This is an optimization exercise on Yosys and OpenROAD, whose aim is small area, a short achievable clock period and few clock cycles per item, not a production implementation.
Function was checked by simulation only, so behaviour that the tests miss may differ from the original.
Power is estimated from default activity; no workload was simulated.

==> flow/design.v (outline; a module is shown in full before it is edited, if it fits) <==
// module macc_fifo: 63 lines
// module macc_front: 60 lines
// module macc_back: 4420 lines
// module macc_fa: 3 lines
// module macc_ha: 3 lines
// module mac_accumulator_coprocessor_top: 79 lines
module mac_accumulator_coprocessor_top #(
    parameter int OUT_DEPTH = macc_pkg::OUT_DEPTH_DEF
) (
    input  logic                clk,
    input  logic                rst_n,
    input  logic                push,
    output logic                full,
    input  logic [145:0]        in_word,
    output logic                empty,
    input  logic                pop,
    output logic [40:0]         out_word
);
  // ...
==> flow/flow/run.sh <==
#!/bin/bash
# Standard layout (standard synthesis included), with timing repair asked to
# keep a setup margin, so that it works on the clock period the design
# achieves rather than stopping at the 10 ns constraint.
set -euo pipefail
bash standard.sh SETUP_SLACK_MARGIN=6.4 finish > make_finish.log 2>&1
==> flow/standard.sh <==
#!/bin/bash
# synth_recipe.tcl (not shown) runs the flow's synth.tcl, then flattens the netlist and writes it again
# the make line also repeats each setting of config.mk as NAME=value (left out here)
make -C /OpenROAD-flow-scripts/flow DESIGN_CONFIG=/design/flow/config.mk WORK_HOME=/design/flow/orfs CLKGATE_MAP_FILE= SYNTH_SCRIPT=/design/flow/synth_recipe.tcl "${@:-finish}"
==> flow/config.mk <==
export PLATFORM = sky130hd
export DESIGN_NAME = mac_accumulator_coprocessor_top
export DESIGN_NICKNAME = mac_accumulator_coprocessor_top
export VERILOG_FILES = /design/flow/design.v
export SDC_FILE = /design/flow/constraint.sdc
export NUM_CORES = 4
export LEC_CHECK = 0
export CAP_MARGIN = 20
export CORE_MARGIN = 2
export CORE_UTILIZATION = 55
export SLEW_MARGIN = 20
export SYNTH_HIERARCHICAL = 1
==> flow/constraint.sdc <==
create_clock -name core_clock -period 10.0 [get_ports {clk}]
set_input_delay 2.0000 -clock core_clock [delete_from_list [all_inputs] [get_ports {clk}]]
set_output_delay 2.0000 -clock core_clock [all_outputs]
set_load 0.01 [all_outputs]
==> flow_metrics.env, run 1 <==
export IMPL_status="complete, no violations"
export IMPL_muxShareOfSynthArea_pct=0.251
export IMPL_holdPathStages=1
export IMPL_cts_buffer_depth=3
export IMPL_drv_slew=0
export IMPL_fp_dieW_um=276
export IMPL_place_gp_congestion=1.01
export IMPL_min_path_type="reg -> reg"
export IMPL_stdcell_count=4613
export IMPL_layout_commonest_cell="nand2_1"
export IMPL_synth_xor_area_share_pct=0.451
export IMPL_fmax_ghz=0.275
export IMPL_clkbuf_count=80
export IMPL_dpl_cell_area_um2=43000
export IMPL_num_io_pins=193
export IMPL_start_util_pct=55.7
export IMPL_slew_headroom_pct=32.5
export IMPL_ir_drop_uv=172
export IMPL_hold_start="u_back.s0_full_reg"
export IMPL_cp_max_fo=16
export IMPL_use_met2_pct=53.1
export IMPL_drc=0
export IMPL_synth_top_area_share_pct=40.0
export IMPL_worstReg2RegEnd="u_back.s1_cut_reg[160]"
export IMPL_clkLatencyLatePin_ps=650
export IMPL_powerSeq_w=0.00340
export IMPL_max_cap_viol_count=0
export IMPL_path_clk_slew_ps=60
export IMPL_buf_share_pct=4.55
export IMPL_multi_input_area_um2=26200
export IMPL_worstPathRequired_ps=10510
export IMPL_grt_pass1_wl_um=190000
export IMPL_nets=4647
export IMPL_synthArstFlopShare_pct=17.3
export IMPL_clockPowerShare_pct=22.0
export IMPL_cts_tree="yes"
Testbench counts, summed over its fixed seeds: cycles 24,024, items 24,000.
==> inputs of run 2 (changes only) <==
--- a/flow/flow/run.sh
+++ b/flow/flow/run.sh
@@ -4,3 +4,3 @@
 # achieves rather than stopping at the 10 ns constraint.
 set -euo pipefail
-bash standard.sh SETUP_SLACK_MARGIN=6.4 finish > make_finish.log 2>&1
+bash standard.sh SETUP_SLACK_MARGIN=6.7 finish > make_finish.log 2>&1
==> run 2 against run 1 <==
Net effect: still clean; via count is 4.5% higher; combinational power is 5.0% higher; utilization is 2.9 points higher; non-clock buffer count is 112 higher; clock power is 8% higher; largest cell class unchanged.
==> flow_metrics.env, run 2 <==
export IMPL_status="complete, no violations"
export IMPL_num_io_pins=193
export IMPL_cpMostUsedCell="fa_1"
export IMPL_cts_buffer_depth=3
export IMPL_antenna_left=0
export IMPL_switchingPower_w=0.00458
export IMPL_largest_register_ffs=177
export IMPL_finalSetupTns_ps=0
export IMPL_switching_share_pct=41.0
export IMPL_first_pass_iters=6
export IMPL_drtIter0Drc=3257
export IMPL_grt_setup_unrepaired="true"
export IMPL_grt_overflow=0
export IMPL_pre_cts_ws_ps=5960
export IMPL_yosysMostFrequentCell="nand2_1"
export IMPL_cts_hold_fix_buffers=0
export IMPL_leakagePower_nw=16.6
export IMPL_syn_area_um2=40800
export IMPL_cp_start_kind="flop"
export IMPL_wl_um=137000
export IMPL_endpoint_kind="flop"
export IMPL_start_util_pct=55.7
export IMPL_synth_cell_types=79
export IMPL_slew_headroom_pct=36.9
export IMPL_path_buf_inv=1
export IMPL_synthArstFlopShare_pct=17.3
export IMPL_power_per_cell_area_nw_per_um2=235
export IMPL_clkLatencyLatePin_ps=660
export IMPL_layout_commonest_cell="nand2_1"
export IMPL_numPortBuffers=168
export IMPL_die_area_um2=76400
export IMPL_synth_avg_cell_area_um2=11.4
export IMPL_final_core_util_pct=64.9
export IMPL_yosysSeqAreaShare_pct=31.8
export IMPL_setup_violations=0
export IMPL_synth_common_cells="nand2_1 (865), fa_1 (816), dfxtp_1 (284), clkbuf_1 (190), inv_1 (186)"
export IMPL_num_rows=99
export IMPL_yosys_warnings=10
export IMPL_max_stage_delay_ps=570
export IMPL_fill_cells=5612
export IMPL_synth_area_leaders="fa_1 (40%), dfxtp_1 (14%), edfxtp_1 (12%)"
export IMPL_drc=0
export IMPL_path_clk_slew_ps=60
export IMPL_tightest_slew_ps=947
export IMPL_fin_worst_skew_ps=24.3
export IMPL_crit_path_cell_trace="buf_6, nand2_1, fa_1, fa_1, fa_1, fa_1, fa_1"
export IMPL_fmax_ghz=0.300
export IMPL_reg2reg_slack_ps=6660
export IMPL_num_vias=29202
export IMPL_register_area_um2=13200
export IMPL_wl_per_cell_um=28.9
export IMPL_core_area_um2=73200
export IMPL_seq_power_share_pct=29.9
export IMPL_clockPowerShare_pct=22.9
export IMPL_nets=4759
export IMPL_yosysTopAreaCell="fa_1"
export IMPL_slowest_stage="fa_1"
export IMPL_grt_max_degree=94
export IMPL_hold_start="u_back.s0_full_reg"
export IMPL_reg2reg_from="u_back.s0_b_reg[23]"
export IMPL_cts_tree="yes"
export IMPL_multi_input_area_um2=26400
export IMPL_min_path_type="reg -> reg"
export IMPL_place_gp_congestion=1.01
export IMPL_path_delay_family="adder cells"
export IMPL_grt_pass1_wl_um=199000
export IMPL_grt_total_usage_pct=35.5
export IMPL_ys_seq_elements=542
export IMPL_drv_slew=0
export IMPL_finalWorstSetupSlack_ps=6660
export IMPL_worstPathRequired_ps=10530
export IMPL_worstSetupStartpoint="u_back.s0_b_reg[23]"
export IMPL_ctsHtreeMaxLevel=2
export IMPL_hpwl_um=88300
export IMPL_ir_drop_uv=206
export IMPL_power_internal_w=0.00658
export IMPL_cts_sinks=542
export IMPL_period_share_pct=33.4
export IMPL_min_period_ps=3340
export IMPL_synth_top_area_share_pct=40.0
export IMPL_cp_max_fo=10
export IMPL_root_buffer="clkbuf_16"
export IMPL_layout_common_cells="nand2_1 (865), fa_1 (771), dfxtp_1 (211)"
export IMPL_via_per_inst=6.18
export IMPL_die_h_um=276
export IMPL_ys_flop_type="dfxtp_1"
export IMPL_syn_to_final_growth_pct=16.5
export IMPL_grt_pass1_vias=31651
export IMPL_crit_arrival_ps=3860
export IMPL_drive_gt1_share_pct=13.0
export IMPL_antenna_found_initial=4
export IMPL_synthCells=3564
export IMPL_synth_edf_count=164
export IMPL_hold_viol=0
export IMPL_cts_buffers=61
export IMPL_crit_type="reg -> reg"
export IMPL_power_frac_comb_pct=47.2
export IMPL_fp_dieW_um=276
export IMPL_max_cap_viol_count=0
==> run 2: metrics by stage <==
stage	instance area, um2	hold WS, ps	total power, W	cells
after floorplan	40800	354	0.00594	3565
after global placement	43000	411	0.00824	4489
after detailed placement	43000	415	0.00838	4489
after CTS	46600	415	0.0110	4665
after global routing	47500	441	0.0117	4725
final	47500	439	0.0112	4727
==> run 2: per-module statistics from Yosys, one instance, submodules excluded, a selection <==
| module | cells inside | cell area [um2] | times used |
|---|---|---|---|
| macc_back | 2048 | 15900 | 1 |
| macc_front | 242 | 1420 | 1 |
| mac_accumulator_coprocessor_top | 18 | 211 | 1 |
| macc_fa | 1 | 20.0 | 815 |
| macc_ha | 1 | 12.5 | 1 |
==> run 2: layer usage <==
metal / routed length, um / vias to the layer above / track usage, % / share of wire [%]
met1: 48800 / 14654 / 43.7 / 36
met3: 16400 / 705 / 11.2 / 12
met5: 25 / - / 0 / 0.018
met4: 10500 / 4 / 21.5 / 7.7
met2: 60900 / 2164 / 55.3 / 45
li1: - / 11675 / - / -
==> run 2: area by class of cell <==
| cell class | count | area share, % |
|---|---|---|
| inverter | 191 | 1.51 |
| antenna | 2 | 0.0105 |
| sequential | 542 | 27.8 |
| timing repair buffer | 318 | 7.68 |
| clock buffer | 73 | 3.60 |
| multi-input combinational | 2601 | 55.5 |
| clock inverter | 41 | 1.32 |
| tap | 959 | 2.52 |
==> run 2: final timing paths <==
check | depth (start not counted) | endpoint
worst max-delay path | 7 | u_back.s1_cut_reg[144]
worst min-delay path | 1 | u_back.s1_sel_half_reg
worst max register to register | 7 | u_back.s1_cut_reg[144]
worst min register to register | 1 | u_back.s1_sel_half_reg
max in group asynchronous | 2 | u_back.acc_c_reg[39]
min in group asynchronous | 1 | u_back.s0_valid_reg
==> run 2: worst reg2reg max path: stages (launching register included) <==
cell and delay [ps]:
dfxtp_4 520, buf_6 250, nand2_1 110, fa_1 400, fa_1 570, fa_1 470, fa_1 420, fa_1 460
==> run 2: power groups by stage <==
stage / Sequential, W / Clock [W] / Combinational (W)
floorplan: 0.00322 / 0 / 0.00273
global placement: 0.00343 / 0 / 0.00481
detailed placement: 0.00345 / 0 / 0.00493
CTS: 0.00335 / 0.00260 / 0.00505
global route: 0.00339 / 0.00269 / 0.00559
finish: 0.00334 / 0.00256 / 0.00527
==> run 2: cells by family (layout without fill, tap and decap cells) <==
group / Yosys count / after routing / synth area share [%]
AO/OA/AOI/OAI: 445 / 445 / 7.43
flip-flops: 542 / 542 / 31.8
XOR/XNOR: 21 / 21 / 0.451
adder cells (fa/ha/maj): 894 / 894 / 42.4
multiplexers: 10 / 10 / 0.251
AND/OR/NAND/NOR: 1229 / 1229 / 13.5
buffers and inverters: 422 / 623 / 4.20
other: 1 / 4 / 0.00919
==> run 2: repair_timing <==
item / CTS / global route
setup endpoints to repair: 214 / 98
cloned: 2 / 3
hold endpoints to repair: 0 / 0
buffers inserted: 60 / 57
pin swaps: 4 / 14
gates resized for setup: 253 / 86

==> port drivers added, routing unchanged <==
The flow's constraints put no driver on any port. The routed layouts listed below were extracted and timed again, unchanged, in two steps. Step 1: set_driving_cell puts a clkbuf_16 on clk and a buf_2 on each other input, an assumption about the parent block. Step 2 also shifts input and output timing later by t, the mid clock arrival at the registers, as if the neighbouring blocks saw the same clock. a / b / c = no drivers / after step 1 / after step 2; a / b = the first two.
run | t (ns) | slack for setup (ns) | clock arrival spread, ns | pins driven straight from the clock port
run 1 | 0.710 | 6.361 / 6.361 / 5.988 | 0.021 / 0.022 | 1
run 2 | 0.725 | 6.664 / 6.632 / 6.163 | 0.026 / 0.026 | 1
After both steps every run listed still meets setup and hold. The setup slack of run 2, which loses most, moves by -0.032 ns with the drivers and by -0.501 ns with both steps.
